Context: an optimization exercise on an open-source flow, tuned for small area and a short achievable clock period. The choices shown serve that exercise and are no tape-out recipe.
Where RTL was checked, it was by simulation tests only, not by an equivalence proof against the original.
For runs 2 to 6, only the layout was checked, not whether the RTL still works.
Power figures rest on the tool's default switching activity, not on a simulated workload.

===== design.v =====
package dgcs_pkg;
   localparam int LINE_WIDTH_DEFAULT = 640;
   localparam int LINE_COUNT_DEFAULT = 480;
   localparam int POS_W   = 19;
   localparam int CSR_IDX_W  = 3;
   localparam int CSR_DATA_W = 24;
   localparam logic [CSR_IDX_W-1:0] CSR_NEAR_LIMIT = 3'd0;
   localparam logic [CSR_IDX_W-1:0] CSR_STATS_LIMIT = 3'd1;
   localparam logic [CSR_IDX_W-1:0] CSR_BOX_A_LOW = 3'd2;
   localparam logic [CSR_IDX_W-1:0] CSR_BOX_A_HIGH = 3'd3;
   localparam logic [CSR_IDX_W-1:0] CSR_BOX_B_LOW = 3'd4;
   localparam logic [CSR_IDX_W-1:0] CSR_BOX_B_HIGH = 3'd5;
   localparam logic [15:0] NEAR_LIMIT_RESET  = 16'd700;
   localparam logic [15:0] STATS_LIMIT_RESET = 16'd500;
   localparam logic [23:0] BOX_A_LOW_RESET   = 24'h003F84;
   localparam logic [23:0] BOX_A_HIGH_RESET  = 24'h64A3AF;
   localparam logic [23:0] BOX_B_LOW_RESET   = 24'h00BFBE;
   localparam logic [23:0] BOX_B_HIGH_RESET  = 24'h1414FF;
   localparam logic [1:0] CLASS_FAR     = 2'd0;
   localparam logic [1:0] CLASS_BOX_A   = 2'd1;
   localparam logic [1:0] CLASS_BOX_B   = 2'd2;
   localparam logic [1:0] CLASS_UNMATCH = 2'd3;
   localparam logic [31:0] FAR_FILL  = 32'hA0FFFFFF;
   localparam logic [31:0] MARK_FILL = 32'hFFFF00FF;
   localparam logic [31:0] MIN_CLEAR = 32'hFFFFFFFF;
   localparam logic [POS_W-1:0] SLOT_MAX = 19'h7FFFF;
   typedef struct packed {
      logic [31:0] pixel_color;
      logic [15:0] depth_mm;
      logic        frame_end;
   } req_type;
   typedef struct packed {
      logic [1:0]       pixel_class;
      logic [31:0]      shown_color;
      logic [POS_W-1:0] pixel_position;
      logic [POS_W-1:0] class_slot;
      logic [31:0]      frame_min_color;
      logic [31:0]      frame_max_color;
      logic             stats_valid;
      logic             frame_last;
   } rsp_type;
   typedef struct packed {
      logic [1:0]  pixel_class;
      logic [31:0] shown_color;
      logic        hit_a;
      logic        hit_b;
   } class_type;
endpackage
module dgcs_classify (
   input  logic [23:0] pixel_rgb,
   input  logic [15:0] depth_mm,
   input  logic [15:0] near_limit,
   input  logic [23:0] box_a_low,
   input  logic [23:0] box_a_high,
   input  logic [23:0] box_b_low,
   input  logic [23:0] box_b_high,
   output logic        is_near,
   output logic        match_a,
   output logic        match_b
);
   function automatic logic in_box(logic [23:0] color, logic [23:0] lo, logic [23:0] hi);
      logic ok;
      ok = 1'b1;
      for (int ch = 0; ch < 3; ch++) begin
         if (!((lo[ch*8 +: 8] < color[ch*8 +: 8]) && (color[ch*8 +: 8] < hi[ch*8 +: 8]))) begin
            ok = 1'b0;
         end
      end
      in_box = ok;
   endfunction
   assign is_near = depth_mm < near_limit;
   assign match_a = in_box(pixel_rgb, box_a_low, box_a_high);
   assign match_b = in_box(pixel_rgb, box_b_low, box_b_high);
endmodule
module depth_gated_color_segmenter (
   input  logic                            clock,
   input  logic                            reset,
   input  logic                            req_valid,
   output logic                            req_stall,
   input  logic [48:0]                     req_payload,
   output logic                            rsp_valid,
   input  logic                            rsp_stall,
   output logic [137:0]                    rsp_payload,
   input  logic                            csr_write,
   input  logic [dgcs_pkg::CSR_IDX_W-1:0]  csr_index,
   input  logic [dgcs_pkg::CSR_DATA_W-1:0] csr_data
);
   localparam int PW = dgcs_pkg::POS_W;
   logic [15:0] near_limit_ff;
   logic [15:0] stats_limit_ff;
   logic [23:0] box_a_low_ff;
   logic [23:0] box_a_high_ff;
   logic [23:0] box_b_low_ff;
   logic [23:0] box_b_high_ff;
   logic [5:0] csr_we;
   always_comb begin
      for (int i = 0; i < 6; i++) begin
         csr_we[i] = reset || (csr_write && (csr_index == 3'(i)));
      end
   end
   always_ff @(posedge clock) begin
      if (csr_we[0]) near_limit_ff  <= reset ? dgcs_pkg::NEAR_LIMIT_RESET  : csr_data[15:0];
      if (csr_we[1]) stats_limit_ff <= reset ? dgcs_pkg::STATS_LIMIT_RESET : csr_data[15:0];
      if (csr_we[2]) box_a_low_ff   <= reset ? dgcs_pkg::BOX_A_LOW_RESET   : csr_data;
      if (csr_we[3]) box_a_high_ff  <= reset ? dgcs_pkg::BOX_A_HIGH_RESET  : csr_data;
      if (csr_we[4]) box_b_low_ff   <= reset ? dgcs_pkg::BOX_B_LOW_RESET   : csr_data;
      if (csr_we[5]) box_b_high_ff  <= reset ? dgcs_pkg::BOX_B_HIGH_RESET  : csr_data;
   end
   logic        in_valid_ff;
   logic [31:0] in_color_ff;
   logic [15:0] in_depth_ff;
   logic        in_end_ff;
   logic        out_valid_ff;
   logic [1:0]  out_class_ff;
   logic [31:0] out_color_ff;
   logic        out_last_ff;
   logic        advance;
   assign advance   = in_valid_ff && (!out_valid_ff || !rsp_stall);
   assign req_stall = in_valid_ff && out_valid_ff && rsp_stall;
   always_ff @(posedge clock) begin
      if (reset) begin
         in_valid_ff  <= 1'b0;
         out_valid_ff <= 1'b0;
      end else begin
         in_valid_ff  <= (req_valid && !req_stall) || (in_valid_ff && !advance);
         out_valid_ff <= advance || (out_valid_ff && rsp_stall);
      end
   end
   always_ff @(posedge clock) begin
      if (!req_stall) begin
         in_color_ff <= req_payload[48:17];
         in_depth_ff <= req_payload[16:1];
         in_end_ff   <= req_payload[0];
      end
   end
   logic is_near, match_a, match_b;
   logic hit_a, hit_b;
   logic [1:0] cls;
   dgcs_classify u_classify (
      .pixel_rgb  (in_color_ff[23:0]),
      .depth_mm   (in_depth_ff),
      .near_limit (near_limit_ff),
      .box_a_low  (box_a_low_ff),
      .box_a_high (box_a_high_ff),
      .box_b_low  (box_b_low_ff),
      .box_b_high (box_b_high_ff),
      .is_near    (is_near),
      .match_a    (match_a),
      .match_b    (match_b)
   );
   assign hit_a = is_near && match_a;
   assign hit_b = is_near && !match_a && match_b;
   assign cls   = !is_near ? dgcs_pkg::CLASS_FAR :
                  match_a  ? dgcs_pkg::CLASS_BOX_A :
                  match_b  ? dgcs_pkg::CLASS_BOX_B : dgcs_pkg::CLASS_UNMATCH;
   always_ff @(posedge clock) begin
      if (reset) begin
         out_last_ff <= 1'b1;
      end else if (advance) begin
         out_last_ff <= in_end_ff;
      end
   end
   always_ff @(posedge clock) begin
      if (advance) begin
         out_class_ff <= cls;
         out_color_ff <= in_color_ff;
      end
   end
   logic [PW-1:0] pos_ff;
   logic          pos_wrap;
   localparam logic [PW-1:0] POS_LAST = PW'(dgcs_pkg::LINE_WIDTH_DEFAULT * dgcs_pkg::LINE_COUNT_DEFAULT - 1);
   assign pos_wrap = &(pos_ff | ~POS_LAST);
   always_ff @(posedge clock) begin
      if (advance) begin
         pos_ff <= (out_last_ff || pos_wrap) ? '0 : pos_ff + 1'b1;
      end
   end
   logic [PW-1:0] slot_a_ff, slot_b_ff;
   logic          none_a_ff, none_b_ff;
   logic          none_a, none_b;
   assign none_a = none_a_ff || out_last_ff;
   assign none_b = none_b_ff || out_last_ff;
   always_ff @(posedge clock) begin
      if (advance) begin
         none_a_ff <= none_a && !hit_a;
         none_b_ff <= none_b && !hit_b;
         if (hit_a) slot_a_ff <= none_a ? '0 : slot_a_ff + PW'(!(&slot_a_ff));
         if (hit_b) slot_b_ff <= none_b ? '0 : slot_b_ff + PW'(!(&slot_b_ff));
      end
   end
   logic [31:0] min_ff, max_ff;
   logic        any_ff;
   logic        any_now;
   logic        qualify;
   logic [31:0] shown;
   logic        lt_min, gt_max;
   assign any_now = any_ff && !out_last_ff;
   assign shown   = is_near ? in_color_ff : dgcs_pkg::FAR_FILL;
   assign qualify = (in_depth_ff < stats_limit_ff) &&
                    (!is_near || ((match_a || match_b) &&
                                  (in_color_ff != dgcs_pkg::MARK_FILL) && (in_color_ff != 32'd0)));
   assign lt_min  = is_near ? (in_color_ff < min_ff) : (dgcs_pkg::FAR_FILL < min_ff);
   assign gt_max  = is_near ? (in_color_ff > max_ff) : (dgcs_pkg::FAR_FILL > max_ff);
   always_ff @(posedge clock) begin
      if (advance) begin
         any_ff <= any_now || qualify;
         if (qualify && (!any_now || lt_min)) min_ff <= shown;
         if (qualify && (!any_now || gt_max)) max_ff <= shown;
      end
   end
   logic        stats_valid;
   logic [31:0] shown_out;
   logic [PW-1:0] slot_out;
   assign stats_valid = out_last_ff && any_ff;
   always_comb begin
      unique case (out_class_ff)
         dgcs_pkg::CLASS_FAR:   shown_out = dgcs_pkg::FAR_FILL;
         dgcs_pkg::CLASS_BOX_A: shown_out = out_color_ff;
         dgcs_pkg::CLASS_BOX_B: shown_out = out_color_ff;
         default:               shown_out = dgcs_pkg::MARK_FILL;
      endcase
   end
   assign slot_out = (out_class_ff == dgcs_pkg::CLASS_BOX_A) ? slot_a_ff :
                     (out_class_ff == dgcs_pkg::CLASS_BOX_B) ? slot_b_ff : '0;
   assign rsp_valid   = out_valid_ff;
   assign rsp_payload = {out_class_ff, shown_out, pos_ff, slot_out,
                         stats_valid ? min_ff : 32'd0,
                         stats_valid ? max_ff : 32'd0,
                         stats_valid, out_last_ff};
endmodule

===== run.sh =====
#!/bin/bash
# synth_recipe.tcl (not shown) runs the flow's synth.tcl, then flattens the netlist and writes it again
# the make line also repeats each setting of config.mk as NAME=value (left out here)
make -C /OpenROAD-flow-scripts/flow DESIGN_CONFIG=/design/flow/config.mk WORK_HOME=/design/flow/orfs CLKGATE_MAP_FILE= SYNTH_SCRIPT=/design/flow/synth_recipe.tcl finish

===== config.mk =====
export PLATFORM = sky130hd
export DESIGN_NAME = depth_gated_color_segmenter
export DESIGN_NICKNAME = depth_gated_color_segmenter
export VERILOG_FILES = /design/flow/design.v
export SDC_FILE = /design/flow/constraint.sdc
export NUM_CORES = 4
export LEC_CHECK = 0
export CAP_MARGIN = 20
export CORE_MARGIN = 2
export CORE_UTILIZATION = 40
export PLACE_DENSITY = 0.6
export SLEW_MARGIN = 20

===== constraint.sdc =====
create_clock -name core_clock -period 7.0 [get_ports {clock}]
set_input_delay 1.4000 -clock core_clock [delete_from_list [all_inputs] [get_ports {clock}]]
set_output_delay 1.4000 -clock core_clock [all_outputs]
set_load 0.01 [all_outputs]

==> impl_metrics.csv, run 1 <==
group,metric,value,unit
run_status,status,"no timing/DRC/antenna violations",
finish,register_area,10120,um2
global_route,track_usage,20.39,%
global_route,grt_max_degree,75,
finish,layout-drive-gt1-share,5.795,%
synth,synth_warnings,2,
clock_tree,postCtsHoldBufs,0,
drt,vias_per_cell,5.260,
synth,synth_area,17640,um2
finish,diodes,0,
synth,synth_nets,1778,
placement,hpwl,34930,um
clock_tree,ctsResizeCount,0,
drt,detail_route.iter0.violations,830,
synth,synth_cells,1511,
synth,synth_largest_area_cell,"edfxtp_1",
worst_hold_path,min_path_type,"register to register",
drt,ant_nets,0,
synth,ys_ff_latch,338,
sta,tightest_slew,907.6,ps
worst_setup_path,crit_chain,"inv_1, ha_2, nor2_1, a21o_1, clkdlybuf4s50_1",
synth,synth-async-reset-ratio,0,%
sta,fin_setup_tns,0,ps
flow_run,cap_violations,0,
sta,hold_ws,461.6,ps
clock_tree,post-cts-setup-buffers,0,
global_route,grt_pass1_vias,12520,
sta,layout_min_cycle_time,4148,ps
worst_setup_path,cp.arrival,2750,ps
finish,area_delta_synth_final,23.12,%
worst_setup_path,critPathSlowestCell,"ha_2",
clock_tree,cts_max_level,2,
power_and_ir_drop,pwr_density_cell,237.0,nW/um2
sta,fin_ws,2852,ps
sta,drv_slew,0,
synth,synth-edff-count,335,
drt,avgRoutedWirePerCell,19.95,um
synth,synth_area_leaders,"edfxtp_1, ha_1, inv_1, nand2_1, and3_1",
die,die_h,214.0,um
clock_tree,cts_buffers,40,
finish,final_area,21720,um2
global_route,antenna_found_initial,0,
die,fp.dieArea,45790,um2
sta,finalCritPeriodShare,59.26,%
global_route,grt_pass1_wl,72020,um
power_and_ir_drop,irDropWorstVdd,144.1,uV
clock_tree,cts_root_buf,"clkbuf_16",
sta,setup_violations,0,
clock_tree,clock_sinks,338,
worst_setup_path,worst_path_largest_cell_delay,770,ps
drt,vias,12340,
placement,port_buffers,220,
clock_tree,clock_latency,560,ps
worst_setup_path,required,5600,ps
sta,maxSlewHeadroom,39.50,%
synth,synth_ff_type,"edfxtp_1",
placement,place_area,20470,um2
clock_tree,clk_pin_slew,60,ps
clock_tree,cts_tree,"done",
worst_setup_path,crit_fanout,33,
sta,rsz0062_at_grt,"false",
worst_setup_path,end_kind,"output pin",
sta,fin_skew,29.29,ps
drt,dr.pass1.iters,6,
synth,ys_seq_area_share,57.37,%
die,fp.dieW,214.0,um
drt,drc_errors,0,
synth,synth.avg_cell_area,11.67,um2
synth,synth.top_cell.area_share,57.03,%
sta,hold_violations,0,
drt,totalWireLength,46790,um
worst_setup_path,cp-start-kind,"register",
worst_setup_path,critical_path_class,"register to output pin",
power_and_ir_drop,p_leak,8.730,nW
finish,fillers,3817,
die,rows,76,
finish,nets,2003,
die,initial_core_util,40.77,%
placement,gp_congestion,0.8927,
die,core-area,43270,um2
sta,timing.fmax,241.1,MHz
finish,multi_input_area,6756,um2
placement,place_ws,2682,ps
global_route,grt_overflow,0,
clock_tree,clk_path_buf_depth,3,
synth,ys_types,50,
die,io_pins,221,
## final timing paths
path,startpoint,end,depth (start not counted),slack (ps)
worst max-delay path,out_class_ff[1]$_SDFFCE_PP0P_,rsp_payload[131],5,2850
worst min-delay path,in_end_ff$_DFFE_PN_,out_last_ff$_SDFFE_PP1P_,1,460
worst max register to register,in_color_ff[23]$_DFFE_PN_,slot_b_ff[11]$_SDFFCE_PN0P_,9,2870
worst min register to register,in_end_ff$_DFFE_PN_,out_last_ff$_SDFFE_PP1P_,1,460
## kinds of logic (layout without fill, tap and decap cells)
group           Yosys count  after routing  synth area share, %
compound gates          207            207                7.328
simple gates            532            532                15.69
buf+inv                 210            459                4.526
fa+ha+maj               186            186                13.19
xor+xnor                 38             38                1.887
flops                   338            338                57.37
## worst max-delay path: cells and delay by family (launching register included)
family                   cells  cell delay, ps
adder cells (fa/ha/maj)      1             770
flip-flops                   1             400
buffers and inverters        2             550
AND/OR/NAND/NOR              1             250
AO/OA/AOI/OAI                1             210
## metrics by stage
stage               util [%]  power [mW]  cells
detailed placement     47.31       3.252   2277
global route           50.19       5.366   2345
finish                 50.19       5.146   2345
CTS                    50.05       5.193   2343
global placement       47.31       3.238   2277
floorplan                  -       2.878   1511
## power breakdown
group          leakage, nW  switching, mW  internal, mW  total (mW)
clock                0.581          0.799          1.13        1.93
combinational         4.87          0.403         0.342       0.746
sequential            3.28         0.0959          2.37        2.47
## state kept, by name, indices dropped and copies added (netlist names), 19 cells and up
name and flops:
max_ff 32, slot_b_ff 19, box_b_high_ff 24, box_a_low_ff 24
min_ff 32, pos_ff 19, slot_a_ff 19, out_color_ff 32
box_b_low_ff 24, box_a_high_ff 24, in_color_ff 32
## cells in the final DEF, fill, tap and decap left out, types with 39 or more instances in the layout
cell type | synthesis | routed
nor2_1 | 82 | 82
and3_1 | 73 | 73
nand4_1 | 65 | 65
clkbuf_16 | 0 | 41
nand2_1 | 136 | 136
edfxtp_1 | 335 | 335
a21oi_1 | 65 | 63
inv_1 | 164 | 163
nand3_1 | 40 | 39
ha_1 | 186 | 184
clkdlybuf4s50_1 | 0 | 219
o21ai_0 | 56 | 56
## metal layers
| metal | GRT usage [%] | part of all wire, % | up-vias |
|---|---|---|---|
| met5 | 0 | 0 | - |
| met4 | 8.019 | 3.4 | 0 |
| met3 | 3.124 | 4.9 | 88 |
| li1 | - | - | 5937 |
| met1 | 27.55 | 46 | 5969 |
| met2 | 33.04 | 46 | 341 |
## Yosys cell counts, drive strengths merged, types with 25 or more instances
library cell  count
xor2             30
nand2           136
and3             73
o21ai            59
edfxtp          335
nand4            65
a21oi            65
ha              186
inv             164
nand3            40
nor2             82
a21o             29
or2              25
clkbuf           42
nor2b            29
## area by class of cell
| type | count | share of cell area, % |
|---|---|---|
| Clock buffer | 48 | 4.846 |
| Clock inverter | 18 | 0.6050 |
| Multi-Input combinational cell | 963 | 31.11 |
| Timing Repair Buffer | 229 | 10.61 |
| Inverter | 164 | 2.835 |
| Tap cell | 585 | 3.371 |
| Sequential cell | 338 | 46.62 |
==> run 2: changes to the inputs <==
--- a/design.v
+++ b/design.v
@@ -58,17 +58,30 @@
    output logic        match_a,
    output logic        match_b
 );
+   function automatic logic lt32(logic [31:0] a, logic [31:0] b);
+      logic [31:0] l;
+      logic [31:0] e;
+      l = ~a & b;
+      e = ~(a ^ b);
+      for (int w = 1; w < 32; w = w * 2) begin
+         for (int i = 0; i + w < 32; i = i + 2 * w) begin
+            l[i] = l[i + w] || (e[i + w] && l[i]);
+            e[i] = e[i + w] && e[i];
+         end
+      end
+      lt32 = l[0];
+   endfunction
    function automatic logic in_box(logic [23:0] color, logic [23:0] lo, logic [23:0] hi);
       logic ok;
       ok = 1'b1;
       for (int ch = 0; ch < 3; ch++) begin
-         if (!((lo[ch*8 +: 8] < color[ch*8 +: 8]) && (color[ch*8 +: 8] < hi[ch*8 +: 8]))) begin
+         if (!(lt32(32'(lo[ch*8 +: 8]), 32'(color[ch*8 +: 8])) && lt32(32'(color[ch*8 +: 8]), 32'(hi[ch*8 +: 8])))) begin
             ok = 1'b0;
          end
       end
       in_box = ok;
    endfunction
-   assign is_near = depth_mm < near_limit;
+   assign is_near = lt32(32'(depth_mm), 32'(near_limit));
    assign match_a = in_box(pixel_rgb, box_a_low, box_a_high);
    assign match_b = in_box(pixel_rgb, box_b_low, box_b_high);
 endmodule
@@ -86,6 +99,19 @@
    input  logic [dgcs_pkg::CSR_DATA_W-1:0] csr_data
 );
    localparam int PW = dgcs_pkg::POS_W;
+   function automatic logic lt32(logic [31:0] a, logic [31:0] b);
+      logic [31:0] l;
+      logic [31:0] e;
+      l = ~a & b;
+      e = ~(a ^ b);
+      for (int w = 1; w < 32; w = w * 2) begin
+         for (int i = 0; i + w < 32; i = i + 2 * w) begin
+            l[i] = l[i + w] || (e[i + w] && l[i]);
+            e[i] = e[i + w] && e[i];
+         end
+      end
+      lt32 = l[0];
+   endfunction
    logic [15:0] near_limit_ff;
    logic [15:0] stats_limit_ff;
    logic [23:0] box_a_low_ff;
@@ -160,10 +186,13 @@
          out_last_ff <= in_end_ff;
       end
    end
+   logic [31:0] shown;
+   assign shown = !is_near ? dgcs_pkg::FAR_FILL :
+                  (match_a || match_b) ? in_color_ff : dgcs_pkg::MARK_FILL;
    always_ff @(posedge clock) begin
       if (advance) begin
          out_class_ff <= cls;
-         out_color_ff <= in_color_ff;
+         out_color_ff <= shown;
       end
    end
    logic [PW-1:0] pos_ff;
@@ -192,15 +221,13 @@
    logic        any_ff;
    logic        any_now;
    logic        qualify;
-   logic [31:0] shown;
    logic        lt_min, gt_max;
    assign any_now = any_ff && !out_last_ff;
-   assign shown   = is_near ? in_color_ff : dgcs_pkg::FAR_FILL;
-   assign qualify = (in_depth_ff < stats_limit_ff) &&
+   assign qualify = lt32(32'(in_depth_ff), 32'(stats_limit_ff)) &&
                     (!is_near || ((match_a || match_b) &&
                                   (in_color_ff != dgcs_pkg::MARK_FILL) && (in_color_ff != 32'd0)));
-   assign lt_min  = is_near ? (in_color_ff < min_ff) : (dgcs_pkg::FAR_FILL < min_ff);
-   assign gt_max  = is_near ? (in_color_ff > max_ff) : (dgcs_pkg::FAR_FILL > max_ff);
+   assign lt_min  = is_near ? lt32(in_color_ff, min_ff) : lt32(dgcs_pkg::FAR_FILL, min_ff);
+   assign gt_max  = is_near ? lt32(max_ff, in_color_ff) : lt32(max_ff, dgcs_pkg::FAR_FILL);
    always_ff @(posedge clock) begin
       if (advance) begin
          any_ff <= any_now || qualify;
@@ -209,21 +236,12 @@
       end
    end
    logic        stats_valid;
-   logic [31:0] shown_out;
    logic [PW-1:0] slot_out;
    assign stats_valid = out_last_ff && any_ff;
-   always_comb begin
-      unique case (out_class_ff)
-         dgcs_pkg::CLASS_FAR:   shown_out = dgcs_pkg::FAR_FILL;
-         dgcs_pkg::CLASS_BOX_A: shown_out = out_color_ff;
-         dgcs_pkg::CLASS_BOX_B: shown_out = out_color_ff;
-         default:               shown_out = dgcs_pkg::MARK_FILL;
-      endcase
-   end
    assign slot_out = (out_class_ff == dgcs_pkg::CLASS_BOX_A) ? slot_a_ff :
                      (out_class_ff == dgcs_pkg::CLASS_BOX_B) ? slot_b_ff : '0;
    assign rsp_valid   = out_valid_ff;
-   assign rsp_payload = {out_class_ff, shown_out, pos_ff, slot_out,
+   assign rsp_payload = {out_class_ff, out_color_ff, pos_ff, slot_out,
                          stats_valid ? min_ff : 32'd0,
                          stats_valid ? max_ff : 32'd0,
                          stats_valid, out_last_ff};
==> flow/run.sh (new file) <==
#!/bin/bash
# The standard layout, with plain sky130_fd_sc_hd__buf_1 cells as the port buffers (instead of
# the delay buffer the flow picks by default). ORFS's own logs stay under orfs/logs/.
set -euo pipefail
bash standard.sh 'BUFFER_PORTS_ARGS=-buffer_cell sky130_fd_sc_hd__buf_1' finish > standard.log 2>&1
==> standard.sh (new file) <==
#!/bin/bash
# synth_recipe.tcl (not shown) runs the flow's synth.tcl, then flattens the netlist and writes it again
# the make line also repeats each setting of config.mk as NAME=value (left out here)
make -C /OpenROAD-flow-scripts/flow DESIGN_CONFIG=/design/flow/config.mk WORK_HOME=/design/flow/orfs CLKGATE_MAP_FILE= SYNTH_SCRIPT=/design/flow/synth_recipe.tcl "${@:-finish}"
--- a/config.mk
+++ b/config.mk
@@ -8,5 +8,7 @@
 export CAP_MARGIN = 20
 export CORE_MARGIN = 2
 export CORE_UTILIZATION = 40
+export CTS_BUF_LIST = sky130_fd_sc_hd__clkbuf_8
 export PLACE_DENSITY = 0.6
+export SETUP_SLACK_MARGIN = 3.7
 export SLEW_MARGIN = 20
removed: run.sh
==> impl_metrics.csv, run 2 <==
group,metric,value,unit
clock_tree,cts_tree,"done",
finish,final_common_cell,"edfxtp_1",
synth,synth_ff_type,"edfxtp_1",
placement,hpwl,33580,um
die,core-area,42130,um2
global_route,antenna_found_initial,0,
worst_setup_path,critPathSlowestCell,"edfxtp_1",
synth,synth_most_common_cell,"edfxtp_1",
global_route,track_usage,20.86,%
sta,fin_ws,3710,ps
finish,fillers,3832,
flow_run,cap_violations,0,
synth,synth_area,17140,um2
sta,setup_violations,0,
power_and_ir_drop,p_total,4.626,mW
die,rows,75,
clock_tree,clk_pin_slew,60,ps
sta,timing.fmax,304.0,MHz
placement,place_ws,3038,ps
sta,fin_skew,46.21,ps
die,die_h,211.0,um
worst_setup_path,worst_path_largest_cell_delay,500,ps
die,fp.dieArea,44530,um2
synth,ys_ff_latch,338,
synth,ys_seq_area_share,59.03,%
finish,layout-drive-gt1-share,11.02,%
synth,synth_warnings,2,
drt,avgRoutedWirePerCell,20.83,um
clock_tree,cts_buffers,58,
clock_tree,clock_sinks,338,
worst_setup_path,required,5600,ps
drt,ant_nets,0,
synth,synth-async-reset-ratio,0,%
finish,final_area,20210,um2
drt,vias_per_cell,5.376,
clock_tree,cts_root_buf,"clkbuf_8",
worst_setup_path,crit_fanout,15,
worst_setup_path,cp-start-kind,"register",
synth,synth.avg_cell_area,12.43,um2
synth,synth-edff-count,335,
worst_setup_path,worst-path-buf-inv,2,
sta,maxSlewHeadroom,34.27,%
synth,synth_nets,1641,
global_route,grt_overflow,0,
synth,ys_types,56,
sta,fin_setup_tns,0,ps
synth,synth_largest_area_cell,"edfxtp_1",
clock_tree,clk_path_buf_depth,3,
worst_setup_path,cp.arrival,1890,ps
clock_tree,cts_max_level,2,
die,fp.dieW,211.0,um
global_route,grt_pass1_vias,11790,
placement,port_buffers,220,
worst_setup_path,reg2reg_from,"in_color_ff[23]$_DFFE_PN_",
power_and_ir_drop,irDropWorstVdd,154.1,uV
drt,vias,12120,
finish,nets,1930,
sta,layout_min_cycle_time,3290,ps
drt,detail_route.iter0.violations,888,
finish,most-common-layout-cells,"edfxtp_1, buf_1, ha_1",
synth,synth_cells,1379,
sta,drv_slew,0,
power_and_ir_drop,p_leak,8.037,nW
finish,area_delta_synth_final,17.87,%
sta,tightest_slew,985.9,ps
clock_tree,postCtsHoldBufs,0,
worst_setup_path,critical_path_class,"register to output pin",
die,io_pins,221,
worst_setup_path,crit_chain,"nor2b_4, buf_12, a22o_1, buf_2",
worst_hold_path,hp-start,"in_end_ff$_DFFE_PN_",
run_status,status,"no timing/DRC/antenna violations",
global_route,grt_max_degree,75,
sta,finalCritPeriodShare,46.99,%
worst_setup_path,crit_family,"flip-flops",
clock_tree,clock_latency,670,ps
synth,ys_top_cells_by_count,"edfxtp_1, ha_1, inv_1",
drt,totalWireLength,46950,um
synth,synth.top_cell.area_share,58.68,%
worst_hold_path,min_path_type,"register to register",
drt,dr.pass1.iters,5,
finish,diodes,0,
worst_setup_path,end_kind,"output pin",
synth,synth_area_leaders,"edfxtp_1, ha_1, inv_1, and3_1, a21oi_1",
sta,rsz0062_at_grt,"true",
global_route,grt_pass1_wl,69260,um
sta,hold_violations,0,
power_and_ir_drop,pwr_density_cell,229.0,nW/um2
die,initial_core_util,40.69,%
worst_setup_path,crit_start,"out_class_ff[1]$_SDFFCE_PP0P_",
drt,drc_errors,0,
placement,place_area,18620,um2
placement,gp_congestion,0.8803,
## run 2: cell types whose count changed in the layout (fill, tap and decap cells not counted), sizes merged, moves of 10 or more
cell	previous run	this run
a22o	2	21
inv	164	149
nand2	136	86
a21o	29	17
nand4	65	41
clkinv	16	33
o21ai	59	27
clkbuf	48	71
clkdlybuf4s50	219	0
nand4b	0	10
buf	10	251
nand2b	17	2
## run 2: worst register-to-register path, delay by kind of cell, from the launching register on
kind,cells,cell delay [ps]
buffers and inverters,3,500
DFF,1,410
adders and majority gates,1,340
AOI/OAI and AO/OA,2,400
and+or+nand+nor,4,930
muxes,1,290
## run 2: logic make-up (layout without fill, tap and decap cells)
logic type	count (synthesis)	after routing	share of synthesized area [%]
xor gates and xnor gates	43	43	2.197
adders and majority gates	181	181	13.21
AOI/OAI and AO/OA	192	192	7.532
muxes	2	2	0.1241
buffers and inverters	175	511	4.029
and+or+nand+nor	448	448	13.87
DFF	338	338	59.03
## run 2: worst paths after layout
| check | endpoint | slack (ps) | depth (start not counted) |
|---|---|---|---|
| worst min register to register | out_last_ff$_SDFFE_PP1P_ | 470 | 2 |
| worst min-delay path | out_last_ff$_SDFFE_PP1P_ | 470 | 2 |
| worst max register to register | min_ff[31]$_DFFE_PP_ | 3800 | 11 |
| worst max-delay path | rsp_payload[70] | 3710 | 4 |
## run 2: power by group
| part | leakage [nW] | switching, mW | total [mW] | internal, mW |
|---|---|---|---|---|
| Clock | 0.577 | 0.831 | 1.65 | 0.820 |
| Sequential | 3.16 | 0.0643 | 2.42 | 2.35 |
| Combinational | 4.30 | 0.347 | 0.556 | 0.209 |
| Total | 8.04 | 1.24 | 4.63 | 3.38 |
## run 2: repair_timing
item	4_1_cts	5_1_grt
pin swaps	7	9
buffers inserted	15	19
gates cloned	2	1
gates resized for setup	26	23
setup endpoints to repair	203	141
## run 2: per-layer routing
| metal | track usage, % | wire length [um] | up-vias |
|---|---|---|---|
| li1 | - | - | 5710 |
| met1 | 28.56 | 20640 | 5862 |
| met2 | 32.51 | 21420 | 464 |
| met3 | 3.970 | 3277 | 82 |
| met4 | 8.961 | 1612 | 0 |
| met5 | 0 | 0 | - |
## run 2: area by class of cell
cell class	count	area (um2)	share of cell area (%)
sequential	338	10120	50.09
multi-input combinational	866	6467	32.01
timing repair buffer	266	1364	6.749
clock buffer	58	798.3	3.950
tap	539	674.4	3.337
inverter	138	521.8	2.582
clock inverter	49	260.3	1.288
## run 2: stage by stage
stage                     util [%]  std cells  hold slack (ps)
after CTS                    47.41       2234            476.3
final                        47.96       2254            470.0
after global routing         47.96       2254            495.7
after floorplan                  -       1379            433.5
after global placement       44.18       2110            440.9
after detailed placement     44.18       2110            443.6
==> run 3: changes to the inputs <==
--- a/config.mk
+++ b/config.mk
@@ -10,5 +10,4 @@
 export CORE_UTILIZATION = 40
 export CTS_BUF_LIST = sky130_fd_sc_hd__clkbuf_8
 export PLACE_DENSITY = 0.6
-export SETUP_SLACK_MARGIN = 3.7
 export SLEW_MARGIN = 20
==> impl_metrics.csv, run 3 <==
group,metric,value,unit
clock_tree,clock_sinks,338,
global_route,grt_max_degree,60,
worst_setup_path,reg2reg_slack,2750,ps
placement,hpwl,33500,um
global_route,grt_pass1_vias,11680,
sta,setup_violations,0,
finish,diodes,0,
synth,synth_cells,1379,
synth,ys_ff_latch,338,
clock_tree,postCtsHoldBufs,0,
worst_setup_path,critPathSlowestCell,"a22oi_2",
clock_tree,post-cts-setup-buffers,0,
synth,synth_nets,1641,
synth,synth_largest_area_cell,"edfxtp_1",
worst_setup_path,crit_start,"near_limit_ff[2]$_SDFFCE_PP1P_",
sta,hold_violations,0,
worst_setup_path,critical_path_class,"register to register",
synth,synth_most_common_cell,"edfxtp_1",
synth,synth_area,17140,um2
worst_setup_path,worst_path_largest_cell_delay,770,ps
worst_hold_path,hold_depth,2,
worst_setup_path,cp-start-kind,"register",
placement,place_area,18570,um2
clock_tree,cts_buffers,58,
die,rows,75,
power_and_ir_drop,p_sw_share,26.88,%
worst_setup_path,worst-path-buf-inv,1,
run_status,status,"no timing/DRC/antenna violations",
drt,dr.pass1.iters,5,
synth,synth-async-reset-ratio,0,%
finish,multi_input_area,6369,um2
synth,synth_warnings,2,
clock_tree,ctsResizeCount,0,
drt,vias_per_cell,5.376,
sta,tightest_slew,984.3,ps
sta,drv_slew,0,
synth,synth_ff_type,"edfxtp_1",
synth,ys_types,56,
drt,totalWireLength,46070,um
die,fp.dieW,211.0,um
sta,rsz0062_at_grt,"false",
synth,synth-edff-count,335,
clock_tree,clk_path_buf_depth,3,
sta,timing.fmax,235.3,MHz
worst_setup_path,crit_chain,"ha_1, a211oi_2, a211oi_1, a2111oi_1, o21ai_1, a31oi_4, mux2_2, a22oi_2, buf_4",
finish,area_delta_synth_final,14.66,%
finish,final_common_cell,"edfxtp_1",
synth,synth.avg_cell_area,12.43,um2
worst_setup_path,cp.arrival,4580,ps
worst_setup_path,end_kind,"register",
global_route,antenna_found_initial,0,
sta,layout_min_cycle_time,4249,ps
die,initial_core_util,40.69,%
finish,most-common-layout-cells,"edfxtp_1, buf_1, ha_1",
sta,maxSlewHeadroom,34.08,%
worst_setup_path,timing.rr.end,"min_ff[28]$_DFFE_PP_",
drt,ant_nets,0,
flow_run,cap_violations,0,
sta,fin_skew,29.27,ps
synth,ys_top_cells_by_count,"edfxtp_1, ha_1, inv_1",
power_and_ir_drop,p_leak,7.725,nW
drt,drc_errors,0,
drt,vias,11920,
clock_tree,cts_root_buf,"clkbuf_8",
worst_setup_path,rr_worst_depth,9,
power_and_ir_drop,clockPowerShare,36.7,%
worst_hold_path,hold_end,"out_valid_ff$_SDFF_PP0_",
finish,fillers,3837,
sta,fin_setup_tns,0,ps
global_route,track_usage,20.52,%
clock_tree,clock_latency,680,ps
die,die_h,211.0,um
global_route,grt_pass1_wl,68680,um
finish,register_area,10120,um2
clock_tree,cts_tree,"done",
drt,avgRoutedWirePerCell,20.78,um
finish,nets,1893,
die,core-area,42130,um2
power_and_ir_drop,pwr-share-seq,52.2,%
placement,port_buffers,220,
power_and_ir_drop,irDropWorstVdd,142.4,uV
synth,ys_seq_area_share,59.03,%
worst_hold_path,min_path_type,"register to register",
finish,layout-drive-gt1-share,7.449,%
power_and_ir_drop,pwr_density_cell,236.2,nW/um2
sta,finalCritPeriodShare,60.70,%
die,fp.dieArea,44530,um2
power_and_ir_drop,p_sw,1.248,mW
worst_setup_path,crit_family,"compound AO/OA/AOI/OAI gates",
clock_tree,clk_pin_slew,60,ps
synth,synth.top_cell.area_share,58.68,%
placement,gp_congestion,0.9249,
worst_setup_path,reg2reg_from,"near_limit_ff[2]$_SDFFCE_PP1P_",
worst_setup_path,crit_fanout,17,
clock_tree,cts_max_level,2,
die,io_pins,221,
drt,detail_route.iter0.violations,979,
power_and_ir_drop,p_comb_share,11.0,%
worst_setup_path,required,7330,ps
worst_hold_path,hp-start,"in_valid_ff$_SDFF_PP0_",
global_route,grt_overflow,0,
finish,final_area,19660,um2
synth,synth_area_leaders,"edfxtp_1, ha_1, inv_1, and3_1, a21oi_1",
power_and_ir_drop,internal-power,3.394,mW
finish,utilization,46.65,%
[run 3: cell counts after synthesis]
Identical to the previous run, type by type.
[run 3: layout make-up]
cell class | count | share of cell area, %
multi-input cells | 866 | 32.40
inverters | 138 | 2.635
clock buffers | 58 | 4.061
clock inverters | 49 | 1.426
repair buffers | 229 | 4.552
well taps | 539 | 3.431
flip-flops and latches | 338 | 51.49
[run 3: tightest hold or removal path, delay by kind of cell (launching register included)]
| kind | cells | cell delay, ps |
|---|---|---|
| AOI/OAI and AO/OA | 1 | 60 |
| DFF | 1 | 370 |
| and+or+nand+nor | 1 | 70 |
[run 3: logic make-up after synthesis]
group / synth area share (%)
compound gates: 7.532
xor+xnor: 2.197
fa+ha+maj: 13.21
buf+inv: 4.029
flops: 59.03
mux: 0.1241
simple gates: 13.87
[run 3: power groups by stage]
stage / combinational [mW] / sequential, mW / clock (mW)
detailed placement: 0.510 / 2.47 / 0
finish: 0.512 / 2.42 / 1.71
global route: 0.578 / 2.43 / 1.84
floorplan: 0.328 / 2.44 / 0
global placement: 0.500 / 2.46 / 0
CTS: 0.514 / 2.42 / 1.75
[run 3: worst max-delay path by stage]
stage	to	slack, ps	cells after the start
floorplan	max_ff[0]$_DFFE_PP_	1860	5
global placement	min_ff[17]$_DFFE_PP_	2810	9
detailed placement	min_ff[17]$_DFFE_PP_	2700	10
CTS	min_ff[28]$_DFFE_PP_	2690	10
global route	min_ff[28]$_DFFE_PP_	2420	10
finish	min_ff[28]$_DFFE_PP_	2750	9
[run 3: per-stage QoR]
step                      hold slack, ps  total power [mW]  std cells  setup slack, ps
after floorplan                    433.5             2.767       1379             1862
after global placement             491.8             2.964       2110             2812
after detailed placement           527.1             2.975       2110             2700
after CTS                          537.7             4.688       2217             2693
after global routing               575.1             4.847       2217             2423
final                              530.4             4.642       2217             2751
[run 3: metal layers]
layer | track usage, % | share of wire [%] | vias to the layer above
met3 | 3.434 | 6.1 | 82
met2 | 32.49 | 46 | 418
met1 | 28.11 | 44 | 5766
li1 | - | - | 5653
met4 | 8.378 | 3.3 | 0
met5 | 0 | 0 | -
==> run 4: changes to the inputs <==
--- a/design.v
+++ b/design.v
@@ -200,9 +200,7 @@
    localparam logic [PW-1:0] POS_LAST = PW'(dgcs_pkg::LINE_WIDTH_DEFAULT * dgcs_pkg::LINE_COUNT_DEFAULT - 1);
    assign pos_wrap = &(pos_ff | ~POS_LAST);
    always_ff @(posedge clock) begin
-      if (advance) begin
-         pos_ff <= (out_last_ff || pos_wrap) ? '0 : pos_ff + 1'b1;
-      end
+      pos_ff <= (advance && (out_last_ff || pos_wrap)) ? '0 : pos_ff + PW'(advance);
    end
    logic [PW-1:0] slot_a_ff, slot_b_ff;
    logic          none_a_ff, none_b_ff;
@@ -213,9 +211,11 @@
       if (advance) begin
          none_a_ff <= none_a && !hit_a;
          none_b_ff <= none_b && !hit_b;
-         if (hit_a) slot_a_ff <= none_a ? '0 : slot_a_ff + PW'(!(&slot_a_ff));
-         if (hit_b) slot_b_ff <= none_b ? '0 : slot_b_ff + PW'(!(&slot_b_ff));
-      end
+      end
+      slot_a_ff <= (advance && hit_a && none_a) ? '0 :
+                   slot_a_ff + PW'(advance && hit_a && !(&slot_a_ff));
+      slot_b_ff <= (advance && hit_b && none_b) ? '0 :
+                   slot_b_ff + PW'(advance && hit_b && !(&slot_b_ff));
    end
    logic [31:0] min_ff, max_ff;
    logic        any_ff;
--- a/config.mk
+++ b/config.mk
@@ -10,4 +10,5 @@
 export CORE_UTILIZATION = 40
 export CTS_BUF_LIST = sky130_fd_sc_hd__clkbuf_8
 export PLACE_DENSITY = 0.6
+export SETUP_SLACK_MARGIN = 3.7
 export SLEW_MARGIN = 20
==> impl_metrics.csv, run 4 <==
group,metric,value,unit
sta,tightest_slew,774.6,ps
synth,synth-async-reset-ratio,0,%
drt,wl_met2,21600,um
drt,vias,12160,
worst_setup_path,critPathMostFrequentCell,"buf_4",
worst_setup_path,crit_chain,"buf_4, inv_2, ha_1, and3b_1, o21a_1, o41ai_4, a22oi_2, buf_4, a211oi_4, nand2_1, a21oi_2, ha_4, ha_4, nand2_4, nor2_4, buf_4, nand3_2, xor2_1, nor2_1",
synth,synth_most_common_cell,"edfxtp_1",
die,fp.dieArea,43330,um2
worst_setup_path,required,7530,ps
power_and_ir_drop,pwr-share-seq,50.6,%
sta,timing.fmax,284.0,MHz
finish,layout-drive-gt1-share,16.94,%
worst_setup_path,end_kind,"register",
drt,drc_errors,0,
finish,area_delta_synth_final,23.72,%
synth,ys_seq_area_share,57.28,%
worst_setup_path,worst-path-buf-inv,4,
synth,synth_warnings,2,
synth,synth.top_cell.area_share,50.07,%
die,die_h,208.2,um
power_and_ir_drop,p_leak,8.429,nW
power_and_ir_drop,p_sw,1.246,mW
power_and_ir_drop,p_total,4.710,mW
die,fp.dieW,208.2,um
drt,vias_per_cell,5.288,
die,rows,74,
placement,port_buffers,220,
die,core-area,41020,um2
synth,synth-edff-count,278,
worst_setup_path,cp-start-kind,"register",
sta,fin_ws,3479,ps
sta,hold_violations,0,
clock_tree,clk_path_buf_depth,3,
worst_setup_path,crit_fanout,4,
worst_setup_path,cp.arrival,4050,ps
clock_tree,clock_latency,660,ps
clock_tree,cts_buffers,56,
worst_setup_path,critical_path_class,"register to register",
clock_tree,clock_sinks,338,
placement,gp_congestion,0.8856,
synth,synth.avg_cell_area,12.04,um2
power_and_ir_drop,p_sw_share,26.45,%
synth,synth_area,16670,um2
finish,fillers,3674,
placement,place_ws,2703,ps
die,io_pins,221,
synth,ys_top_cells_by_count,"edfxtp_1, ha_1, inv_1",
drt,dr.pass1.iters,5,
global_route,grt_pass1_vias,11950,
sta,fin_setup_tns,0,ps
worst_setup_path,worst_path_largest_cell_delay,450,ps
sta,drv_slew,0,
synth,synth_largest_area_cell,"edfxtp_1",
synth,synth_cells,1385,
finish,most-common-layout-cells,"edfxtp_1, buf_1, ha_1",
sta,rsz0062_at_grt,"true",
sta,fin_skew,34.63,ps
global_route,track_usage,21.43,%
drt,totalWireLength,47320,um
finish,utilization,50.29,%
finish,nets,1981,
placement,hpwl,33230,um
clock_tree,cts_tree,"done",
power_and_ir_drop,internal-power,3.464,mW
finish,final_common_cell,"edfxtp_1",
sta,setup_violations,0,
clock_tree,cts_root_buf,"clkbuf_8",
clock_tree,postCtsHoldBufs,0,
drt,ant_nets,0,
worst_hold_path,min_path_type,"register to register",
clock_tree,clk_pin_slew,60,ps
power_and_ir_drop,pwr_density_cell,228.3,nW/um2
sta,maxSlewHeadroom,48.36,%
worst_setup_path,critPathSlowestCell,"edfxtp_1",
worst_setup_path,crit_family,"compound AO/OA/AOI/OAI gates",
drt,top_layer,"met4",
global_route,grt_overflow,0,
sta,finalCritPeriodShare,50.30,%
power_and_ir_drop,irDropWorstVdd,143.7,uV
global_route,grt_pass1_wl,70340,um
drt,avgRoutedWirePerCell,20.58,um
synth,synth_ff_type,"edfxtp_1",
drt,wl_met3,3763,um
die,initial_core_util,40.65,%
synth,ys_types,59,
synth,ys_ff_latch,338,
drt,detail_route.iter0.violations,859,
power_and_ir_drop,clockPowerShare,36.6,%
power_and_ir_drop,p_comb_share,12.8,%
drt,wl_met1,20490,um
clock_tree,cts_max_level,2,
run_status,status,"no timing/DRC/antenna violations",
sta,layout_min_cycle_time,3521,ps
global_route,grt_max_degree,51,
synth,synth_nets,1648,
flow_run,cap_violations,0,
global_route,antenna_found_initial,2,
synth,synth_area_leaders,"edfxtp_1, ha_1, dfxtp_1, inv_1, and3_1",
## run 4: power groups by stage
stage / Sequential, mW / Clock, mW / Combinational, mW
after global placement: 2.43 / 0 / 0.500
after floorplan: 2.40 / 0 / 0.338
final: 2.38 / 1.72 / 0.603
after global routing: 2.39 / 1.86 / 0.671
after CTS: 2.38 / 1.77 / 0.574
after detailed placement: 2.43 / 0 / 0.516
## run 4: timing repair
item                       4_1_cts  5_1_grt
gates resized for setup         70       67
setup buffers                   48       30
setup endpoints to repair      231      169
pin swaps                       32       22
cloned                           4        2
## run 4: layer usage
metal	global-route usage (%)	up-vias
li1	-	5758
met1	28.62	5843
met2	33.86	472
met3	5.343	85
met4	7.814	0
met5	0	-
## run 4: worst min-delay path, cell delays in order (launching register included)
cell	delay (ps)
edfxtp_1	320
nand2_1	40
nand3b_1	70
## run 4: area by class of cell
cell class / instances / area (um2) / share of cell area (%)
multi-input cells: 873 / 7053 / 34.19
repair inverters: 1 / 7.507 / 0.03639
repair buffers: 309 / 1718 / 8.328
diodes: 2 / 5.005 / 0.02426
flip-flops and latches: 338 / 9553 / 46.31
clock buffers: 58 / 798.3 / 3.870
inverters: 139 / 528.0 / 2.560
clock inverters: 47 / 299.0 / 1.450
well taps: 532 / 665.6 / 3.227
## run 4: stage by stage
stage	instance area (um2)	hold WS [ps]	instances
global placement	18170	445.7	2107
CTS	20050	463.8	2264
detailed placement	18170	451.2	2107
floorplan	16810	433.5	1385
global route	20620	500.3	2297
finish	20630	462.4	2299
## run 4: worst paths after layout
path,from,cells after the start,end,slack [ps]
max,in_color_ff[17]$_DFFE_PN_,19,slot_b_ff[12]$_SDFF_PP0_,3480
min,in_end_ff$_DFFE_PN_,2,out_last_ff$_SDFFE_PP1P_,460
max reg2reg,in_color_ff[17]$_DFFE_PN_,19,slot_b_ff[12]$_SDFF_PP0_,3480
min reg2reg,in_end_ff$_DFFE_PN_,2,out_last_ff$_SDFFE_PP1P_,460
## run 4: cells by family (layout without fill, tap and decap cells)
group           after synthesis  count (layout)  share of synthesized area (%)
xor+xnor                     51              51                          2.679
simple gates                445             446                          14.42
buf+inv                     176             554                          4.308
compound gates              193             194                          7.662
flops                       338             338                          57.28
other cells                   0               2                              0
fa+ha+maj                   182             182                          13.66
==> run 5: changes to the inputs <==
==> flow/run.sh (replaced) <==
#!/bin/bash
# The standard layout, with plain sky130_fd_sc_hd__buf_1 cells as the port buffers (instead of
# the delay buffer the flow picks by default) and larger clock-tree sink clusters without dummy
# loads. ORFS's own logs stay under orfs/logs/.
set -euo pipefail
bash standard.sh 'BUFFER_PORTS_ARGS=-buffer_cell sky130_fd_sc_hd__buf_1' \
  'CTS_ARGS=-sink_clustering_enable -repair_clock_nets -sink_clustering_size 20 -sink_clustering_max_diameter 80 -buf_list sky130_fd_sc_hd__clkbuf_4 sky130_fd_sc_hd__clkbuf_8 -dont_use_dummy_load' \
  finish > standard.log 2>&1
==> impl_metrics.csv, run 5 <==
group,metric,value,unit
synth,synth_xor_area_share,2.679,%
placement,port_buffers,220,
die,io_pins,221,
synth,ys_top_cells_by_count,"edfxtp_1, ha_1, inv_1",
run_status,status,"aborted with a tool error",
synth,muxShareOfSynthArea,0,%
synth,synth_area,16670,um2
synth,synth_compound_area_share,7.662,%
synth,synth-edff-count,278,
synth,synth_nets,1648,
synth,synth.top_cell.area_share,50.07,%
die,rows,74,
synth,synth-async-reset-ratio,0,%
synth,ys_ff_latch,338,
run_status,failing_step,"clock tree synthesis (4_1_cts)",
die,initial_core_util,40.65,%
die,die_h,208.2,um
run_status,stop_error,"[ERROR STA-0564] clock_tree_synthesis positional arguments not supported.",
placement,hpwl,33230,um
synth,synth_warnings,2,
synth,ys_seq_area_share,57.28,%
placement,place_area,18170,um2
placement,gp_congestion,0.8856,
synth,synth_most_common_cell,"edfxtp_1",
synth,synth-adder-area-share,13.66,%
synth,synth.avg_cell_area,12.04,um2
synth,synthSimpleGateAreaFrac,14.42,%
synth,synth_area_leaders,"edfxtp_1, ha_1, dfxtp_1, inv_1, and3_1",
synth,synth_top_family_by_area,"simple AND/OR/NAND/NOR gates",
synth,ys_types,59,
synth,synth_largest_area_cell,"edfxtp_1",
synth,synth_ff_type,"edfxtp_1",
synth,synth_cells,1385,
die,fp.dieW,208.2,um
placement,dpl.cell_count,2107,
-- run 5: cell counts after synthesis --
No cell type changed its count.
-- run 5: how the worst max path moves through the flow --
stage	endpoint	from
detailed placement	pos_ff[18]$_SDFF_PP0_	rsp_stall
global placement	pos_ff[18]$_SDFF_PP0_	rsp_stall
floorplan	min_ff[0]$_DFFE_PP_	in_color_ff[2]$_DFFE_PN_
-- run 5: kinds of logic after synthesis --
| kind of cell | Yosys count |
|---|---|
| simple gates | 445 |
| flops | 338 |
| compound gates | 193 |
| fa+ha+maj | 182 |
| buf+inv | 176 |
| xor+xnor | 51 |
-- run 5: stage by stage --
| step | power (mW) | utilization [%] | hold WS, ps | setup slack, ps |
|---|---|---|---|---|
| after floorplan | 2.738 | - | 433.5 | 3522 |
| after global placement | 2.929 | 44.30 | 445.7 | 2739 |
| after detailed placement | 2.945 | 44.31 | 451.2 | 2703 |
-- run 5: power groups by stage --
| stage | sequential, mW | combinational, mW | clock [mW] |
|---|---|---|---|
| floorplan | 2.40 | 0.338 | 0 |
| global placement | 2.43 | 0.500 | 0 |
| detailed placement | 2.43 | 0.516 | 0 |
==> run 6: changes to the inputs <==
==> flow/run.sh (replaced) <==
#!/bin/bash
# The standard layout, with plain sky130_fd_sc_hd__buf_1 cells as the port buffers (instead of
# the delay buffer the flow picks by default) and larger clock-tree sink clusters without dummy
# loads. ORFS's own logs stay under orfs/logs/.
set -euo pipefail
bash standard.sh 'BUFFER_PORTS_ARGS=-buffer_cell sky130_fd_sc_hd__buf_1' \
  'CTS_ARGS=-sink_clustering_enable -repair_clock_nets -sink_clustering_size 20 -sink_clustering_max_diameter 80 -buf_list {sky130_fd_sc_hd__clkbuf_4 sky130_fd_sc_hd__clkbuf_8} -dont_use_dummy_load' \
  finish > standard.log 2>&1
==> impl_metrics.csv, run 6 <==
group,metric,value,unit
run_status,status,"no timing/DRC/antenna violations",
sta,finalCritPeriodShare,50.16,%
die,core-area,41020,um2
synth,synthSimpleGateAreaFrac,14.42,%
synth,synth-adder-area-share,13.66,%
die,initial_core_util,40.65,%
global_route,track_usage,20.59,%
placement,gp_congestion,0.8856,
worst_hold_path,min_path_type,"register to register",
power_and_ir_drop,irDropWorstVdd,154.0,uV
sta,maxSlewHeadroom,49.07,%
finish,area_delta_synth_final,17.23,%
sta,fin_setup_tns,0,ps
worst_setup_path,cp-start-kind,"register",
synth,synth.avg_cell_area,12.04,um2
finish,layout-drive-gt1-share,12.65,%
synth,synth.top_cell.area_share,50.07,%
sta,setup_violations,0,
power_and_ir_drop,pwr_density_cell,198.2,nW/um2
sta,fin_skew,51.48,ps
synth,synth_area_leaders,"edfxtp_1, ha_1, dfxtp_1, inv_1, and3_1",
clock_tree,clk_path_buf_depth,3,
drt,dr.pass1.iters,5,
drt,totalWireLength,45660,um
worst_setup_path,worst-path-buf-inv,2,
drt,avgRoutedWirePerCell,20.75,um
worst_setup_path,worst_path_largest_cell_delay,590,ps
drt,drc_errors,0,
synth,synth_warnings,2,
drt,detail_route.iter0.violations,839,
placement,hpwl,33230,um
synth,synth_compound_area_share,7.662,%
sta,layout_min_cycle_time,3511,ps
clock_tree,clk_pin_slew,120,ps
sta,tightest_slew,763.9,ps
finish,final_common_cell,"edfxtp_1",
synth,ys_top_cells_by_count,"edfxtp_1, ha_1, inv_1",
clock_tree,cts_tree,"done",
synth,synth_most_common_cell,"edfxtp_1",
die,io_pins,221,
synth,synth_cells,1385,
synth,muxShareOfSynthArea,0,%
finish,most-common-layout-cells,"edfxtp_1, buf_1, ha_1",
clock_tree,cts_root_buf,"clkbuf_8",
clock_tree,clock_latency,620,ps
synth,synth_nets,1648,
die,fp.dieW,208.2,um
clock_tree,postCtsHoldBufs,0,
global_route,grt_overflow,0,
sta,hold_violations,0,
sta,fin_ws,3489,ps
worst_setup_path,critPathMostFrequentCell,"ha_4",
power_and_ir_drop,p_leak,7.797,nW
global_route,grt_pass1_vias,11480,
placement,port_buffers,220,
worst_setup_path,critPathSlowestCell,"or4_4",
synth,synth_top_family_by_area,"simple AND/OR/NAND/NOR gates",
die,rows,74,
finish,nets,1933,
die,die_h,208.2,um
sta,timing.fmax,284.8,MHz
sta,drv_slew,0,
worst_setup_path,crit_family,"simple AND/OR/NAND/NOR gates",
synth,synth_area,16670,um2
clock_tree,cts_buffers,24,
drt,vias_per_cell,5.369,
worst_setup_path,crit_chain,"buf_6, ha_4, nand4_1, a211oi_2, nor3_1, or4_4, a211oi_4, nand2_1, a21oi_2, ha_4, ha_4, nand2_4, nor2_4, buf_6, nand3_2, xor2_1, nor2_1",
worst_setup_path,required,7510,ps
synth,ys_seq_area_share,57.28,%
synth,synth-edff-count,278,
flow_run,cap_violations,0,
clock_tree,clock_sinks,338,
global_route,grt_max_degree,63,
synth,synth_ff_type,"edfxtp_1",
finish,fillers,3769,
worst_setup_path,cp.arrival,4020,ps
synth,synth_largest_area_cell,"edfxtp_1",
synth,synth_xor_area_share,2.679,%
finish,diodes,0,
drt,vias,11810,
global_route,antenna_found_initial,0,
drt,ant_nets,0,
synth,synth-async-reset-ratio,0,%
synth,ys_ff_latch,338,
worst_setup_path,crit_fanout,4,
worst_setup_path,end_kind,"register",
global_route,grt_pass1_wl,68160,um
worst_setup_path,critical_path_class,"register to register",
sta,rsz0062_at_grt,"true",
synth,ys_types,59,
die,fp.dieArea,43330,um2
clock_tree,cts_max_level,1,
placement,place_ws,2703,ps
-- run 6: cell counts after synthesis --
No cell type changed its count.
-- run 6: kinds of logic after synthesis --
family	after synthesis
AO/OA/AOI/OAI	193
XOR/XNOR	51
adder cells (fa/ha/maj)	182
buffers and inverters	176
flip-flops	338
AND/OR/NAND/NOR	445
-- run 6: repair_timing --
item                       4_1_cts  5_1_grt
pin swaps                       24       18
hold endpoints to repair         0        0
setup endpoints to repair      231      128
cloned                           3        0
gates resized for setup         65       34
buffers inserted                46       19
-- run 6: layout make-up --
cell class,count,area [um2],area share (%)
tap,532,665.6,3.406
timing repair inverter,1,7.507,0.03841
sequential,338,9553,48.88
clock buffer,24,330.3,1.690
multi-input combinational,873,6957,35.59
inverter,139,525.5,2.689
timing repair buffer,293,1506,7.708
-- run 6: power by group --
group / internal [mW] / leakage [nW] / total, mW / switching [mW]
Clock: 0.308 / 0.173 / 0.909 / 0.601
Sequential: 2.30 / 3.00 / 2.37 / 0.0704
Combinational: 0.228 / 4.62 / 0.591 / 0.363
-- run 6: through the flow --
stage               hold slack (ps)  instances  power [mW]  util, %  cell area [um2]
floorplan                     433.5       1385       2.738        -            16810
global placement              445.7       2107       2.929    44.30            18170
detailed placement            451.2       2107       2.945    44.31            18170
CTS                           479.6       2180       3.884    46.76            19180
global route                  516.4       2200       4.049    47.65            19550
finish                        474.6       2200       3.874    47.65            19550
-- run 6: tightest hold or removal path, stage by stage, from the launching register on --
cell	delay, ps
edfxtp_1	340
nand2_1	40
nand3b_1	70
-- run 6: worst paths after layout --
check                            startpoint                       end  slack [ps]  cells past startpoint
hold / removal          in_end_ff$_DFFE_PN_  out_last_ff$_SDFFE_PP1P_         470                      2
setup / recovery  in_color_ff[14]$_DFFE_PN_   slot_b_ff[8]$_SDFF_PP0_        3490                     17
hold reg to reg         in_end_ff$_DFFE_PN_  out_last_ff$_SDFFE_PP1P_         470                      2
setup reg to reg  in_color_ff[14]$_DFFE_PN_   slot_b_ff[8]$_SDFF_PP0_        3490                     17
-- run 6: routing by layer --
metal  up-vias  part of all wire, %  GRT usage [%]
met2       429                   45          32.54
met4         0                  3.9          7.368
met3        83                  6.6          3.306
met1      5699                   45          28.75
met5         -                    0              0
li1       5601                    -              -
==> run 7: changes to the inputs <==
--- a/design.v
+++ b/design.v
@@ -199,8 +199,16 @@
    logic          pos_wrap;
    localparam logic [PW-1:0] POS_LAST = PW'(dgcs_pkg::LINE_WIDTH_DEFAULT * dgcs_pkg::LINE_COUNT_DEFAULT - 1);
    assign pos_wrap = &(pos_ff | ~POS_LAST);
-   always_ff @(posedge clock) begin
-      pos_ff <= (advance && (out_last_ff || pos_wrap)) ? '0 : pos_ff + PW'(advance);
+   function automatic logic [PW-1:0] step(logic [PW-1:0] q, logic inc);
+      logic [PW-1:0] ones;
+      ones[0] = 1'b1;
+      for (int i = 1; i < PW; i++) begin
+         ones[i] = ones[i-1] && q[i-1];
+      end
+      step = q ^ (ones & {PW{inc}});
+   endfunction
+   always_ff @(posedge clock) begin
+      pos_ff <= (advance && (out_last_ff || pos_wrap)) ? '0 : step(pos_ff, advance);
    end
    logic [PW-1:0] slot_a_ff, slot_b_ff;
    logic          none_a_ff, none_b_ff;
@@ -213,9 +221,9 @@
          none_b_ff <= none_b && !hit_b;
       end
       slot_a_ff <= (advance && hit_a && none_a) ? '0 :
-                   slot_a_ff + PW'(advance && hit_a && !(&slot_a_ff));
+                   step(slot_a_ff, advance && hit_a && !(&slot_a_ff));
       slot_b_ff <= (advance && hit_b && none_b) ? '0 :
-                   slot_b_ff + PW'(advance && hit_b && !(&slot_b_ff));
+                   step(slot_b_ff, advance && hit_b && !(&slot_b_ff));
    end
    logic [31:0] min_ff, max_ff;
    logic        any_ff;
==> flow/run.sh (replaced) <==
#!/bin/bash
# The standard layout (standard.sh) with three changes, all logged under orfs/logs/ as usual:
#  - synthesis leaves adders and comparators to abc (no ADDER_MAP_FILE half/full-adder cells);
#    registers are untouched, so they match the standard synthesis by name and cell type;
#  - plain sky130_fd_sc_hd__buf_1 cells as the port buffers instead of the delay buffer the
#    flow picks by default;
#  - larger clock-tree sink clusters, clkbuf_8 only, no dummy loads.
set -euo pipefail
bash standard.sh 'ADDER_MAP_FILE=' \
  'BUFFER_PORTS_ARGS=-buffer_cell sky130_fd_sc_hd__buf_1' \
  'CTS_ARGS=-sink_clustering_enable -repair_clock_nets -sink_clustering_size 16 -sink_clustering_max_diameter 60 -buf_list {sky130_fd_sc_hd__clkbuf_8} -dont_use_dummy_load' \
  finish > standard.log 2>&1
--- a/config.mk
+++ b/config.mk
@@ -8,7 +8,6 @@
 export CAP_MARGIN = 20
 export CORE_MARGIN = 2
 export CORE_UTILIZATION = 40
-export CTS_BUF_LIST = sky130_fd_sc_hd__clkbuf_8
 export PLACE_DENSITY = 0.6
-export SETUP_SLACK_MARGIN = 3.7
+export SETUP_SLACK_MARGIN = 4.0
 export SLEW_MARGIN = 20
==> impl_metrics.csv, run 7 <==
group,metric,value,unit
synth,synth-async-reset-ratio,0,%
sta,drv_slew,0,
power_and_ir_drop,pwr_density_cell,207.9,nW/um2
synth,ys_top_cells_by_count,"edfxtp_1, nand2_1, o21ai_0",
power_and_ir_drop,irDropWorstVdd,153.6,uV
drt,ant_nets,0,
synth,synthSimpleGateAreaFrac,14.83,%
global_route,grt_max_degree,51,
finish,layout-drive-gt1-share,25.14,%
worst_setup_path,end_kind,"output pin",
synth,synth_cells,1347,
sta,fin_skew,47.22,ps
synth,synth_ff_type,"edfxtp_1",
synth,synth-edff-count,278,
synth,synth_nets,1428,
synth,synth_area,15740,um2
sta,timing.fmax,305.8,MHz
global_route,antenna_found_initial,0,
worst_setup_path,cp.arrival,1870,ps
finish,utilization,51.69,%
global_route,grt_pass1_wl,71690,um
synth,synth_xor_area_share,2.949,%
sta,hold_violations,0,
synth,synth.top_cell.area_share,53.04,%
synth,synth_top_family_by_area,"simple AND/OR/NAND/NOR gates",
finish,fin_cells,2161,
sta,finalCritPeriodShare,46.71,%
flow_run,cap_violations,0,
clock_tree,clock_latency,560,ps
die,fp.dieW,202.4,um
synth,synth_most_common_cell,"edfxtp_1",
sta,rsz0062_at_grt,"true",
drt,avgRoutedWirePerCell,22.71,um
synth,ys_ff_latch,338,
synth,ys_types,75,
finish,final_common_cell,"edfxtp_1",
finish,nets,1726,
clock_tree,cts_buffers,34,
global_route,met1_usage,31.90,%
global_route,grt_pass1_vias,11710,
drt,vias,12310,
die,die_h,202.4,um
worst_setup_path,crit_fanout,3,
placement,dpl.cell_count,2033,
clock_tree,clock_sinks,338,
sta,hold_ws,489.1,ps
synth,synth-adder-area-share,3.649,%
worst_setup_path,critical_path_class,"primary input to output pin",
clock_tree,clk_path_buf_depth,3,
placement,port_buffers,220,
run_status,status,"no timing/DRC/antenna violations",
die,core-area,38740,um2
drt,vias_per_cell,5.698,
clock_tree,postCtsHoldBufs,0,
worst_setup_path,required,5600,ps
worst_hold_path,min_path_type,"register to register",
sta,layout_min_cycle_time,3270,ps
synth,synth_warnings,2,
sta,fin_setup_tns,0,ps
drt,dr.pass1.iters,5,
placement,gp_congestion,0.9181,
power_and_ir_drop,p_leak,6.877,nW
clock_tree,cts_tree,"done",
synth,ys_seq_area_share,60.67,%
die,io_pins,221,
global_route,grt-busiest-layer,"met2",
global_route,track_usage,23.15,%
synth,synth_area_leaders,"edfxtp_1, dfxtp_1, maj3_1, and3_1, o21ai_0",
drt,totalWireLength,49080,um
finish,most-common-layout-cells,"edfxtp_1, buf_1, buf_6",
global_route,grt_overflow,0,
placement,hpwl,33200,um
finish,diodes,0,
sta,setup_violations,0,
sta,maxSlewHeadroom,27.99,%
synth,synth_largest_area_cell,"edfxtp_1",
clock_tree,cts_max_level,2,
drt,drc_errors,0,
die,initial_core_util,40.63,%
clock_tree,clk_pin_slew,100,ps
global_route,grtUsageMet2,37.05,%
synth,synth.avg_cell_area,11.68,um2
global_route,met3_usage,3.418,%
sta,fin_ws,3730,ps
synth,synth_compound_area_share,14.64,%
sta,tightest_slew,1080,ps
die,fp.dieArea,40950,um2
worst_setup_path,cp-start-kind,"primary input",
placement,place_ws,2657,ps
synth,muxShareOfSynthArea,0.06360,%
finish,area_delta_synth_final,27.21,%
clock_tree,cts_root_buf,"clkbuf_8",
die,rows,72,
drt,detail_route.iter0.violations,1134,
==> run 7: logic make-up (layout without fill, tap and decap cells) <==
logic type / after synthesis / count (layout)
AOI/OAI and AO/OA: 342 / 343
and+or+nand+nor: 428 / 429
adders and majority gates: 57 / 57
buffers and inverters: 128 / 422
muxes: 1 / 1
xor gates and xnor gates: 53 / 53
DFF: 338 / 338
==> run 7: metal layers <==
layer | wire length (um) | vias to the layer above
met5 | 0 | -
met4 | 1630 | 0
met3 | 3617 | 93
met2 | 22960 | 557
met1 | 20880 | 6017
li1 | - | 5646
==> run 7: path summary, 6_finish.rpt <==
check / startpoint / end / slack, ps / cells past startpoint
worst max-delay path: rsp_stall / req_stall / 3730 / 4
worst min-delay path: in_end_ff$_DFFE_PN_ / out_last_ff$_SDFFE_PP1P_ / 490 / 2
worst max register to register: in_color_ff[0]$_DFFE_PN_ / min_ff[4]$_DFFE_PP_ / 3730 / 12
worst min register to register: in_end_ff$_DFFE_PN_ / out_last_ff$_SDFFE_PP1P_ / 490 / 2
==> run 7: repair_timing <==
action	CTS	global route
setup buffers	50	23
hold endpoints to repair	0	0
resized for setup	289	128
setup endpoints to repair	287	292
cloned	19	2
pin swaps	43	24
==> run 7: critical path, cell delays in order <==
cell and delay, ps:
buf_8 80, nand3_4 180, inv_2 100, buf_6 100
==> run 7: per-stage QoR <==
step	power, mW	cell area, um2
finish	4.162	20020
global route	4.319	20020
CTS	4.144	19390
detailed placement	2.917	17130
global placement	2.913	17130
floorplan	2.721	15820
==> run 7: cell type report <==
type,instances,area (um2)
multi-input cells,883,6455
fillers,3442,18720
flip-flops and latches,338,9553
repair buffers,323,2630
clock buffers,34,467.9
inverters,65,267.8
well taps,518,648.1
==> run 7: power breakdown <==
group	switching (mW)	internal (mW)	leakage, nW
registers	0.0888	2.31	3.00
logic	0.360	0.334	3.63
clock network	0.636	0.435	0.244

separate check: timing with driven ports:
How much do the figures lean on ideal ports? The routed layouts below were timed once more, with nothing changed but the port constraints.
Step 1 assumes that a clkbuf_16 drives the clock port and a buf_2 every other input.
Step 2 moves the port delays by t, midway between the first and last clock arrival at a register: inputs arrive t later, outputs are due t later. That takes back most of the time a late clock gives input paths.
Three values: ideal, step 1, step 2; two values: the first two.
run | shift t [ns] | slack for setup (ns) | worst setup path after step 2 | slew at the worst register clock pin (ns)
run 1 | 0.599 | 2.852 / 2.800 / 2.712 | input to register | 0.06 / 0.06
run 2 | 0.698 | 3.710 / 3.661 / 3.674 | input to output | 0.07 / 0.07
run 3 | 0.714 | 2.751 / 2.751 / 2.751 | register to register | 0.07 / 0.07
run 4 | 0.689 | 3.479 / 3.479 / 3.149 | input to register | 0.07 / 0.07
run 6 | 0.637 | 3.489 / 3.489 / 3.234 | input to register | 0.12 / 0.12
run 7 | 0.595 | 3.730 / 3.677 / 3.422 | input to register | 0.10 / 0.10
After both steps setup and hold are still met in every run listed. For run 4, which loses most, drivers alone change the setup slack by 0.000 ns; drivers and shift together by -0.330 ns.
